From an optimization exercise on the open Yosys and OpenROAD flow, aimed at small area; shortcuts taken in it are not production practice.

Setup of xenon:
Design tnr_blend_top, start of the top module:
module tnr_blend_top (
    input  logic        clk,
    input  logic        reset,
    input  logic        in_valid,
    input  logic [11:0] cur,
    input  logic [11:0] prev,
    input  logic [8:0]  blend_th0,
    input  logic [8:0]  blend_th1,
    output logic        out_valid,
    output logic [11:0] out_pixel
);
==> module tnr_blend_top, before the edit <==
module tnr_blend_top (
    input  logic        clk,
    input  logic        reset,
    input  logic        in_valid,
    input  logic [11:0] cur,
    input  logic [11:0] prev,
    input  logic [8:0]  blend_th0,
    input  logic [8:0]  blend_th1,
    output logic        out_valid,
    output logic [11:0] out_pixel
);
    logic [11:0] f_base;
    logic [9:0]  f_tm;
    logic [8:0]  f_r;
    logic [8:0]  f_dv;
    tnr_front i_front (
        .cur       (cur),
        .prev      (prev),
        .blend_th0 (blend_th0),
        .blend_th1 (blend_th1),
        .base      (f_base),
        .tm        (f_tm),
        .r         (f_r),
        .dv        (f_dv)
    );
    logic [8:0] r1;
    logic       qb1;
    tnr_step i_step1 (.r(f_r), .dv(f_dv), .rn(r1), .q(qb1));
    logic        c1_v;
    logic [11:0] c1_base;
    logic [9:0]  c1_tm;
    logic [8:0]  c1_r;
    logic [8:0]  c1_dv;
    logic [0:0]  c1_q;
    always_ff @(posedge clk) begin
        if (reset) c1_v <= 1'b0;
        else       c1_v <= in_valid;
    end
    always_ff @(posedge clk) begin
        c1_base <= f_base;
        c1_tm   <= f_tm;
        c1_r    <= r1;
        c1_dv   <= f_dv;
        c1_q    <= {qb1};
    end
    logic [8:0] r2;
    logic       qb2;
    tnr_step i_step2 (.r(c1_r), .dv(c1_dv), .rn(r2), .q(qb2));
    logic [8:0] r3;
    logic       qb3;
    tnr_step i_step3 (.r(r2), .dv(c1_dv), .rn(r3), .q(qb3));
    logic [8:0] r4;
    logic       qb4;
    tnr_step i_step4 (.r(r3), .dv(c1_dv), .rn(r4), .q(qb4));
    logic        c4_v;
    logic [11:0] c4_base;
    logic [9:0]  c4_tm;
    logic [8:0]  c4_r;
    logic [8:0]  c4_dv;
    logic [3:0]  c4_q;
    always_ff @(posedge clk) begin
        if (reset) c4_v <= 1'b0;
        else       c4_v <= c1_v;
    end
    always_ff @(posedge clk) begin
        c4_base <= c1_base;
        c4_tm   <= c1_tm;
        c4_r    <= r4;
        c4_dv   <= c1_dv;
        c4_q    <= {c1_q[0], qb2, qb3, qb4};
    end
    logic [8:0] r5;
    logic       qb5;
    tnr_step i_step5 (.r(c4_r), .dv(c4_dv), .rn(r5), .q(qb5));
    logic [8:0] r6;
    logic       qb6;
    tnr_step i_step6 (.r(r5), .dv(c4_dv), .rn(r6), .q(qb6));
    logic [8:0] r7;
    logic       qb7;
    tnr_step i_step7 (.r(r6), .dv(c4_dv), .rn(r7), .q(qb7));
    logic [8:0] r8;
    logic       qb8;
    tnr_qstep i_step8 (.r(r7), .dv(c4_dv), .q(qb8));
    assign r8 = '0;
    logic        c8_v;
    logic [11:0] c8_base;
    logic [9:0]  c8_tm;
    logic [7:0]  c8_q;
    always_ff @(posedge clk) begin
        if (reset) c8_v <= 1'b0;
        else       c8_v <= c4_v;
    end
    always_ff @(posedge clk) begin
        c8_base <= c4_base;
        c8_tm   <= c4_tm;
        c8_q    <= {c4_q[3], c4_q[2], c4_q[1], c4_q[0], qb5, qb6, qb7, qb8};
    end
    logic [11:0] mix;
    tnr_mix i_mix (.q({c8_q[7], c8_q[6], c8_q[5], c8_q[4], c8_q[3], c8_q[2], c8_q[1], c8_q[0]}), .tm(c8_tm), .base(c8_base), .o(mix));
    always_ff @(posedge clk) begin
        if (reset) out_valid <= 1'b0;
        else       out_valid <= c8_v;
    end
    always_ff @(posedge clk) begin
        out_pixel <= mix;
    end
endmodule
clock: 5.0 ns
lec_check: 0
cap_margin: 20
core_margin: 2
core_utilization: 60
cts_buf_list: sky130_fd_sc_hd__clkbuf_8
gpl_timing_driven: 0
slew_margin: 20
synth_hierarchical: 1
standard.sh (not shown) runs the stock make flow with config.mk's settings and CLKGATE_MAP_FILE= SYNTH_SCRIPT=/design/flow/synth_recipe.tcl, a recipe that flattens the netlist after the stock synthesis.
==> flow/flow/run.sh <==
#!/bin/bash
# The standard layout (standard.sh, all steps) with two changes:
# - the buffer placed on every input and output port is the smallest buffer,
#   sky130_fd_sc_hd__buf_1, instead of the default clkdlybuf4s50_1;
# - clock tree synthesis does not add dummy load cells to the clock tree.
# All tool output goes to standard.log in this folder; ORFS keeps its own
# per-step logs under orfs/logs/.
export BUFFER_PORTS_ARGS="-buffer_cell sky130_fd_sc_hd__buf_1"
export CTS_ARGS="-sink_clustering_enable -repair_clock_nets -buf_list sky130_fd_sc_hd__clkbuf_8 -dont_use_dummy_load"
bash standard.sh > standard.log 2>&1
status=$?
tail -n 30 standard.log
exit $status
Here is what was changed in the inputs of juniper compared with xenon.
--- a/flow/design.v
+++ b/flow/design.v
@@ -653,8 +653,52 @@
     wire [9:0] s0_bin = {s0_G4[8:0], 1'b0};
     assign q = ~s0_G4[9];
     assign rn = s0_an[8:0] ^ ({9{q}} & (s0_d[8:0] ^ s0_bin[8:0]));
 endmodule
+module tnr_step_small (
+    input  logic [8:0] r,
+    input  logic [8:0] dv,
+    output logic [8:0] rn,
+    output logic       q
+);
+    wire [9:0] s0_an = {r, 1'b1};
+    wire [9:0] s0_a = ~s0_an;
+    wire [9:0] s0_d = {1'b0, dv};
+    wire [9:0] s0_g = ~s0_a & s0_d;
+    wire [9:0] s0_pp = ~s0_a | s0_d;
+    wire s0_n1g = s0_g[1] | (s0_pp[1] & s0_g[0]);
+    wire s0_n1p = s0_pp[1] & s0_pp[0];
+    wire s0_n2g = s0_g[3] | (s0_pp[3] & s0_g[2]);
+    wire s0_n2p = s0_pp[3] & s0_pp[2];
+    wire s0_n3g = s0_g[5] | (s0_pp[5] & s0_g[4]);
+    wire s0_n3p = s0_pp[5] & s0_pp[4];
+    wire s0_n4g = s0_g[7] | (s0_pp[7] & s0_g[6]);
+    wire s0_n4p = s0_pp[7] & s0_pp[6];
+    wire s0_n5g = s0_g[9] | (s0_pp[9] & s0_g[8]);
+    wire s0_n5p = s0_pp[9] & s0_pp[8];
+    wire s0_n6g = s0_n2g | (s0_n2p & s0_n1g);
+    wire s0_n6p = s0_n2p & s0_n1p;
+    wire s0_n7g = s0_n4g | (s0_n4p & s0_n3g);
+    wire s0_n7p = s0_n4p & s0_n3p;
+    wire s0_n8g = s0_n7g | (s0_n7p & s0_n6g);
+    wire s0_n8p = s0_n7p & s0_n6p;
+    wire s0_n9g = s0_n3g | (s0_n3p & s0_n6g);
+    wire s0_n9p = s0_n3p & s0_n6p;
+    wire s0_n10g = s0_n5g | (s0_n5p & s0_n8g);
+    wire s0_n10p = s0_n5p & s0_n8p;
+    wire s0_n11g = s0_g[2] | (s0_pp[2] & s0_n1g);
+    wire s0_n11p = s0_pp[2] & s0_n1p;
+    wire s0_n12g = s0_g[4] | (s0_pp[4] & s0_n6g);
+    wire s0_n12p = s0_pp[4] & s0_n6p;
+    wire s0_n13g = s0_g[6] | (s0_pp[6] & s0_n9g);
+    wire s0_n13p = s0_pp[6] & s0_n9p;
+    wire s0_n14g = s0_g[8] | (s0_pp[8] & s0_n8g);
+    wire s0_n14p = s0_pp[8] & s0_n8p;
+    wire [9:0] s0_GF = {s0_n10g, s0_n14g, s0_n8g, s0_n13g, s0_n9g, s0_n12g, s0_n6g, s0_n11g, s0_n1g, s0_g[0]};
+    wire [9:0] s0_bin = {s0_GF[8:0], 1'b0};
+    assign q = ~s0_GF[9];
+    assign rn = s0_an[8:0] ^ ({9{q}} & (s0_d[8:0] ^ s0_bin[8:0]));
+endmodule
 module tnr_qstep (
     input  logic [8:0] r,
     input  logic [8:0] dv,
     output logic       q
@@ -1094,9 +1138,9 @@
         .dv        (f_dv)
     );
     logic [8:0] r1;
     logic       qb1;
-    tnr_step i_step1 (.r(f_r), .dv(f_dv), .rn(r1), .q(qb1));
+    tnr_step_small i_step1 (.r(f_r), .dv(f_dv), .rn(r1), .q(qb1));
     logic        c1_v;
     logic [11:0] c1_base;
     logic [9:0]  c1_tm;
     logic [8:0]  c1_r;
Results
Per the comparison of juniper with xenon, routed length per placed instance neither gained nor lost much; placed cell count lost 18; global-route usage lost 0.37 points; worst hold slack picked up an extra 0.0089 ns; worst setup margin picked up an extra 0.058 ns.
The clock-pin slew on the worst setup and hold paths of juniper and that of xenon are within noise of each other.
Function was not checked in any run of this note: the RTL went through the layout flow alone.

==> what the ideal ports hide <==
The flow's constraints put no driver on any port. The routed layouts listed below were extracted and timed again, unchanged, in two steps.
Step 1 sets driving cells, clkbuf_16 on the clock port and buf_2 on the other inputs (assumed; they add their load-dependent delay and slew).
Step 2 adds t to the input delays and takes it off the output delays; t is the mean of the earliest and latest rising clock arrival at the registers after step 1. Input paths then give back, and output paths get back, about the clock's delay inside the block.
Three values: ideal ports, drivers, drivers and shift; two values: the first two.
run	t, ns	slack for setup (ns)	worst hold slack (ns)	latest minus earliest clock arrival (ns)
xenon	0.470	0.091 / 0.093 / -0.376	0.305 / 0.305 / 0.305	0.034 / 0.033
juniper	0.460	0.150 / 0.138 / -0.322	0.314 / 0.314 / 0.314	0.039 / 0.040
Met with ideal ports but missed after step 2: setup timing in xenon and juniper. The setup slack of juniper, which loses most, moves by -0.012 ns with the drivers and by -0.472 ns with both steps.
